What follows belongs to an exercise in optimizing a design on an open flow for small area, a short achievable clock period and few clock cycles per item; a production flow would make more cautious choices. At most, simulation tests tie the RTL to the original design; equivalence was not proved.

Setup of build 72:
==> flow/design.v (excerpt) <==
module mont_redc_ws #(
    parameter int P_WIDTH  = 64,
    parameter int W_WIDTH  = 32,
    parameter int PD_WIDTH = 2 * P_WIDTH,
    parameter int NUM_W    = P_WIDTH / W_WIDTH
) (
    input  logic                clk,
    input  logic                rst_n,
    input  logic                in_valid,
    output logic                in_ready,
    input  logic [PD_WIDTH-1:0] Mul_in,
    input  logic [P_WIDTH-1:0]  N_in,
    input  logic [W_WIDTH-1:0]  Nprime_in,
    output logic                out_valid,
    input  logic                out_ready,
    output logic [P_WIDTH-1:0]  res_out,
    output logic [P_WIDTH:0]    res_raw_out
);
Size: about 260 flip-flops, roughly 360 I/O pins.
clock: 16.0 ns
lec_check: 0
cap_margin: 20
core_margin: 2
core_utilization: 55
cts_buf_list: sky130_fd_sc_hd__clkbuf_8
slew_margin: 60
standard.sh (not shown) runs the stock make flow with config.mk's settings and CLKGATE_MAP_FILE= SYNTH_SCRIPT=/design/flow/synth_recipe.tcl, a recipe that flattens the netlist after the stock synthesis.
==> flow/flow/run.sh <==
#!/bin/bash
# The standard layout (standard.sh: ORFS synth .. finish) with two changes:
#  - port buffers use the smallest plain buffer cell (every port still gets its own buffer)
#  - the setup repair over-fixes: repair_timing aims at 10.3 ns of setup slack instead of 0
export BUFFER_PORTS_ARGS="-buffer_cell sky130_fd_sc_hd__buf_1"
export SETUP_SLACK_MARGIN=10.3
bash standard.sh > standard.log 2>&1
Testbench counts of build 72, summed over its fixed seeds: cycles 48,016, items 4,800.
Modified inputs, build 55 compared to build 72
- CORE_UTILIZATION changed from 55 to 40
==> flow/flow/run.sh <==
#!/bin/bash
# The standard layout (standard.sh: ORFS synth .. finish), except that the port
# buffers use the smallest plain buffer cell (every port still gets its own buffer).
export BUFFER_PORTS_ARGS="-buffer_cell sky130_fd_sc_hd__buf_1"
bash standard.sh > standard.log 2>&1
--- outcome ---
Build 55 finished every stage and its layout cleared the timing, design-rule and antenna checks. Worst setup path startpoint = sel_r: build 72; worst setup path startpoint = one_x[0]: build 55. From build 72 to build 55 the numbers moved as follows: routing usage on met2 lost 16 points; final period utilization rose by 5.2 points; multi-input gate share of the layout cell area was more or less identical. Build 55 reports its critical path class as register to register while build 72 reports register to output pin.
Modified inputs, build 69 compared to build 55
- a change of SLEW_MARGIN from 60 to 20
==> flow/flow/run.sh <==
#!/bin/bash
# The standard layout (standard.sh: ORFS synth .. finish) with two changes:
#  - port buffers use the smallest plain buffer cell (every port still gets its own buffer)
#  - the setup repair over-fixes: repair_timing aims at 10.3 ns of setup slack instead of 0
export BUFFER_PORTS_ARGS="-buffer_cell sky130_fd_sc_hd__buf_1"
export SETUP_SLACK_MARGIN=10.3
bash standard.sh > standard.log 2>&1
[compare] base=build 55 new=build 69: total wire length after detailed routing went up, HPWL after detailed placement did not really move.
Build 55 -> build 69: area of the mapped netlist delta 0, exact match
--- input diff build 69..build 93 ---
- a change of SLEW_MARGIN from 20 to 60
==> flow/flow/run.sh <==
#!/bin/bash
# The standard layout (standard.sh: ORFS synth .. finish) with two changes:
#  - port buffers use the smallest plain buffer cell (every port still gets its own buffer)
#  - the setup repair over-fixes: repair_timing aims at 10 ns of setup slack instead of 0
export BUFFER_PORTS_ARGS="-buffer_cell sky130_fd_sc_hd__buf_1"
export SETUP_SLACK_MARGIN=10
bash standard.sh > standard.log 2>&1
Results
- Build 93 gives more instance area at placement than build 69 did.
- [build 93 vs build 69] worst clock skew: lower in build 93
- Build 93 vs. build 69: proportion of layout cells with a drive suffix above 1 went down by 1.5 points.
- Between build 93 and build 69, it is build 93 whose via count is lower, by 184.
- Summary of build 93 over build 69: non-clock buffer share of cell area dropped 0.91 points.

## v6
mont_redc_ws, a different RTL version from the one above (not shown whole).
For scale: ~3600 cells after synthesis, about 360 I/O pins, about 0.034 sq mm of cells after synthesis.
export LEC_CHECK = 0
export CAP_MARGIN = 20
export CORE_MARGIN = 2
export CORE_UTILIZATION = 60
export SLEW_MARGIN = 60
create_clock -name core_clock -period 16.0 [get_ports {clk}]
run.sh (not shown) runs the stock make flow with config.mk's settings and CLKGATE_MAP_FILE= SYNTH_SCRIPT=/design/flow/synth_recipe.tcl, a recipe that flattens the netlist after the stock synthesis.
Stock flow here: none of the scripts above is used.
v6: done, clean on timing, DRC and antenna
--- input diff v6..v7 ---
- CORE_UTILIZATION: 60 -> 40
==> comparison <==
- Any difference in count of plain and timing-repair buffers in the layout between v7 and v6 is small enough to ignore.
- When v7 is set beside v6, its number of tap cells inserted turns out to be 44% larger.
- Between v6 and v7, the flow reports wire length increasing by a few percent.
- On register share of the cell area: between v7 and v6, it ends up lower for v7.
- Clock latency of the later-clocked register in the worst-skew pair ended up 0.08 ns lower on v7 than on v6.
- Setup WNS v6 -> v7: better
No functional check of the RTL was part of any run of this note.

mont_redc_ws, a different RTL version from the one above (not shown whole).
Size in the first run: about 4700 cells after synthesis, ~300 flip-flops, about 360 I/O pins, ~43000 sq um of cells after synthesis.
==> flow/design.v (excerpt) <==
module mont_redc_ws #(
    parameter int P_WIDTH  = 64,
    parameter int W_WIDTH  = 32,
    parameter int PD_WIDTH = 2 * P_WIDTH,
    parameter int NUM_W    = P_WIDTH / W_WIDTH
) (
    input  logic                clk,
    input  logic                rst_n,
    input  logic                in_valid,
    output logic                in_ready,
    input  logic [PD_WIDTH-1:0] Mul_in,
    input  logic [P_WIDTH-1:0]  N_in,
    input  logic [W_WIDTH-1:0]  Nprime_in,
    output logic                out_valid,
    input  logic                out_ready,
    output logic [P_WIDTH-1:0]  res_out,
    output logic [P_WIDTH:0]    res_raw_out
);
clock: 16.0 ns
lec_check: 0
cap_margin: 20
core_margin: 2
core_utilization: 40
slew_margin: 20
Testbench counts at the start, summed over its fixed seeds: cycles 48,016, items 4,800.
Rerun with:
Settings changed: SLEW_MARGIN 20 to 60.
=>
- The changed run completed without violations
- worst setup slack improved by 0.40 ns
- non-clock buffer count goes up by 30
- cell count goes up by 0.48%
- utilization goes up by 0.62 points
- via count goes up by 0.67%
- die area is unchanged
- design area goes up by 1.4%
- area after synthesis is unchanged
- routed wire length goes up by 0.32%

wip/zinc:
Another version of the RTL of mont_redc_ws (not shown whole).
Size in the first run: ~260 flip-flops, about 360 I/O pins, about 29000 um2 of cells after synthesis.
Settings: LEC_CHECK=0, CAP_MARGIN=20, CORE_MARGIN=2, CORE_UTILIZATION=40, SLEW_MARGIN=60; clock period 16.0 ns.
Testbench counts of wip/zinc, summed over its fixed seeds: cycles 48,016, items 4,800.
Input-level comparison between wip/indigo and wip/zinc:
Settings: putting CTS_BUF_LIST at sky130_fd_sc_hd__clkbuf_8 where nothing was set.
==> flow/flow/run.sh (new file) <==
#!/bin/bash
# The standard layout (standard.sh: ORFS synth .. finish) with two changes:
#  - port buffers use the smallest plain buffer cell (every port still gets its own buffer)
#  - the setup repair over-fixes: repair_timing aims at 10.3 ns of setup slack instead of 0
export BUFFER_PORTS_ARGS="-buffer_cell sky130_fd_sc_hd__buf_1"
export SETUP_SLACK_MARGIN=10.3
bash standard.sh > standard.log 2>&1
==> flow/standard.sh (new file) <==
#!/bin/bash
# synth_recipe.tcl (not shown) runs the flow's synth.tcl, then flattens the netlist and writes it again
# the make line also repeats each setting of config.mk as NAME=value (left out here)
make -C /OpenROAD-flow-scripts/flow DESIGN_CONFIG=/design/flow/config.mk WORK_HOME=/design/flow/orfs CLKGATE_MAP_FILE= SYNTH_SCRIPT=/design/flow/synth_recipe.tcl "${@:-finish}"
removed: flow/run.sh
## What came out
Looking at start point of the critical path, the one[0] result is from wip/indigo; the neg[0] one comes from wip/zinc.
[compare] base=wip/zinc new=wip/indigo: routed wire length fell by about 1.5%, fmax rose by 21 MHz, largest net degree at the start of global routing fell by 1.5%.
Summary of wip/indigo over wip/zinc: sequential fraction of total cell area went up 0.72 points.
Min transition time of the tightest slew-check pin across wip/indigo and wip/zinc: wip/zinc
wip/indigo has shortest period the worst path allows below what wip/zinc had.
### wip/indigo -> wip/amber
==> flow/flow/run.sh <==
#!/bin/bash
# The standard layout (standard.sh: ORFS synth .. finish) with two changes:
#  - port buffers use the smallest plain buffer cell (every port still gets its own buffer)
#  - the setup repair over-fixes: repair_timing aims at 10 ns of setup slack instead of 0
export BUFFER_PORTS_ARGS="-buffer_cell sky130_fd_sc_hd__buf_1"
export SETUP_SLACK_MARGIN=10
bash standard.sh > standard.log 2>&1
Results
Looking at first-iteration detailed-routing DRC count, wip/amber sits 21 below wip/indigo. Routed length per instance is lower on wip/amber. Any difference in worst slack on hold paths between wip/indigo and wip/amber is small enough to ignore.
Here is what was changed in the inputs of wip/umber compared with wip/amber.
Settings: GPL_TIMING_DRIVEN: unset -> 1.
==> flow/flow/run.sh <==
#!/bin/bash
# The standard layout (standard.sh: ORFS synth .. finish), except that the port
# buffers use the smallest plain buffer cell (every port still gets its own buffer).
export BUFFER_PORTS_ARGS="-buffer_cell sky130_fd_sc_hd__buf_1"
bash standard.sh > standard.log 2>&1
--- outcome ---
- Lower final period utilization among wip/amber and wip/umber: wip/amber
- dfxtp_2 as the master of the slowest instance on the critical path was reported by wip/amber, and fa_1 by wip/umber.
- When wip/umber is measured against wip/amber, its DRC violation total after the first TritonRoute iteration turns out 95 higher.

mont_redc_ws again, from the RTL that the note above started with.
export LEC_CHECK = 0
export CAP_MARGIN = 20
export CORE_MARGIN = 2
export CORE_UTILIZATION = 40
export CTS_BUF_LIST = sky130_fd_sc_hd__clkbuf_8
export SLEW_MARGIN = 60
create_clock -name core_clock -period 16.0 [get_ports {clk}]
standard.sh (not shown) runs the stock make flow with config.mk's settings and CLKGATE_MAP_FILE= SYNTH_SCRIPT=/design/flow/synth_recipe.tcl, a recipe that flattens the netlist after the stock synthesis.
==> flow/flow/run.sh <==
#!/bin/bash
# The standard layout (standard.sh: ORFS synth .. finish), except that the port
# buffers use the smallest plain buffer cell (every port still gets its own buffer).
export BUFFER_PORTS_ARGS="-buffer_cell sky130_fd_sc_hd__buf_1"
bash standard.sh > standard.log 2>&1
The first run completed with no timing, DRC or antenna violations.
Testbench counts at the start, summed over its fixed seeds: cycles 48,016, items 4,800.
Rerun with:
==> flow/flow/run.sh (replaced) <==
#!/bin/bash
# The standard layout (standard.sh: ORFS synth .. finish) with two changes:
#  - port buffers use the smallest plain buffer cell (every port still gets its own buffer)
#  - the setup repair over-fixes: repair_timing aims at 10.6 ns of setup slack instead of 0
export BUFFER_PORTS_ARGS="-buffer_cell sky130_fd_sc_hd__buf_1"
export SETUP_SLACK_MARGIN=10.6
bash standard.sh > standard.log 2>&1
Effect:
- The changed run completed without violations
- core utilization increases by 4.5 points
- non-clock buffer count is higher by 110
- maximum frequency went up by 13%
- global-route usage increases by 1.2 points
- flip-flop and latch count is unchanged
- hold slack improves by 12 ps
- register-to-register slack is better by 730 ps
- synthesized area does not change
- cell count increases by about 2.8%
- design area goes up by about 10%

static timing again, ports no longer ideal:
In the flow no input, the clock included, has a driving cell. The finished layouts below were timed again as built, in two steps. Step 1 (the two cells are an assumption about what drives the block):
set clk [get_ports {clk}]
set_driving_cell -lib_cell sky130_fd_sc_hd__clkbuf_16 $clk
set_driving_cell -lib_cell sky130_fd_sc_hd__buf_2 [delete_from_list [all_inputs] $clk]
Step 2, shift: input delay + t, output delay - t, t = (earliest + latest rising clock arrival at the registers) / 2. This alone moves slack from input paths to output paths. Three values: ideal ports, drivers, drivers and shift; two values: the first two.
run | t, ns | setup WS [ns] | worst setup path at the end | clock arrival spread, ns | worst slew at a driven data input, ns
build 72 | 0.711 | 10.410 / 10.352 / 10.443 | register to register | 0.030 / 0.030 | 0.13
build 55 | 0.720 | 9.582 / 9.582 / 9.582 | register to register | 0.056 / 0.056 | 0.11
build 69 | 0.717 | 10.377 / 10.377 / 10.377 | register to register | 0.076 / 0.077 | 0.11
build 93 | 0.705 | 10.149 / 10.149 / 10.149 | register to register | 0.058 / 0.057 | 0.10
v6 | 0.674 | 8.752 / 8.752 / 8.752 | register to register | 0.050 / 0.050 | 0.05
v7 | 0.625 | 8.937 / 8.937 / 8.937 | register to register | 0.019 / 0.019 | 0.08
the first run of note 3 | 0.682 | 8.292 / 8.292 / 8.292 | register to register | 0.024 / 0.023 | 0.15
the second run of note 3 | 0.693 | 8.692 / 8.692 / 8.692 | register to register | 0.021 / 0.021 | 0.15
wip/zinc | 0.615 | 9.594 / 9.594 / 9.594 | register to register | 0.023 / 0.024 | 0.06
wip/indigo | 0.714 | 10.356 / 10.356 / 10.356 | register to register | 0.065 / 0.065 | 0.06
wip/amber | 0.708 | 10.158 / 10.158 / 10.158 | register to register | 0.059 / 0.059 | 0.06
wip/umber | 0.687 | 9.707 / 9.707 / 9.707 | register to register | 0.053 / 0.054 | 0.05
the first run of note 5 | 0.687 | 9.707 / 9.707 / 9.707 | register to register | 0.053 / 0.054 | 0.05
the second run of note 5 | 0.705 | 10.441 / 10.441 / 10.441 | register to register | 0.047 / 0.048 | 0.06
After both steps setup and hold are still met in every run listed.
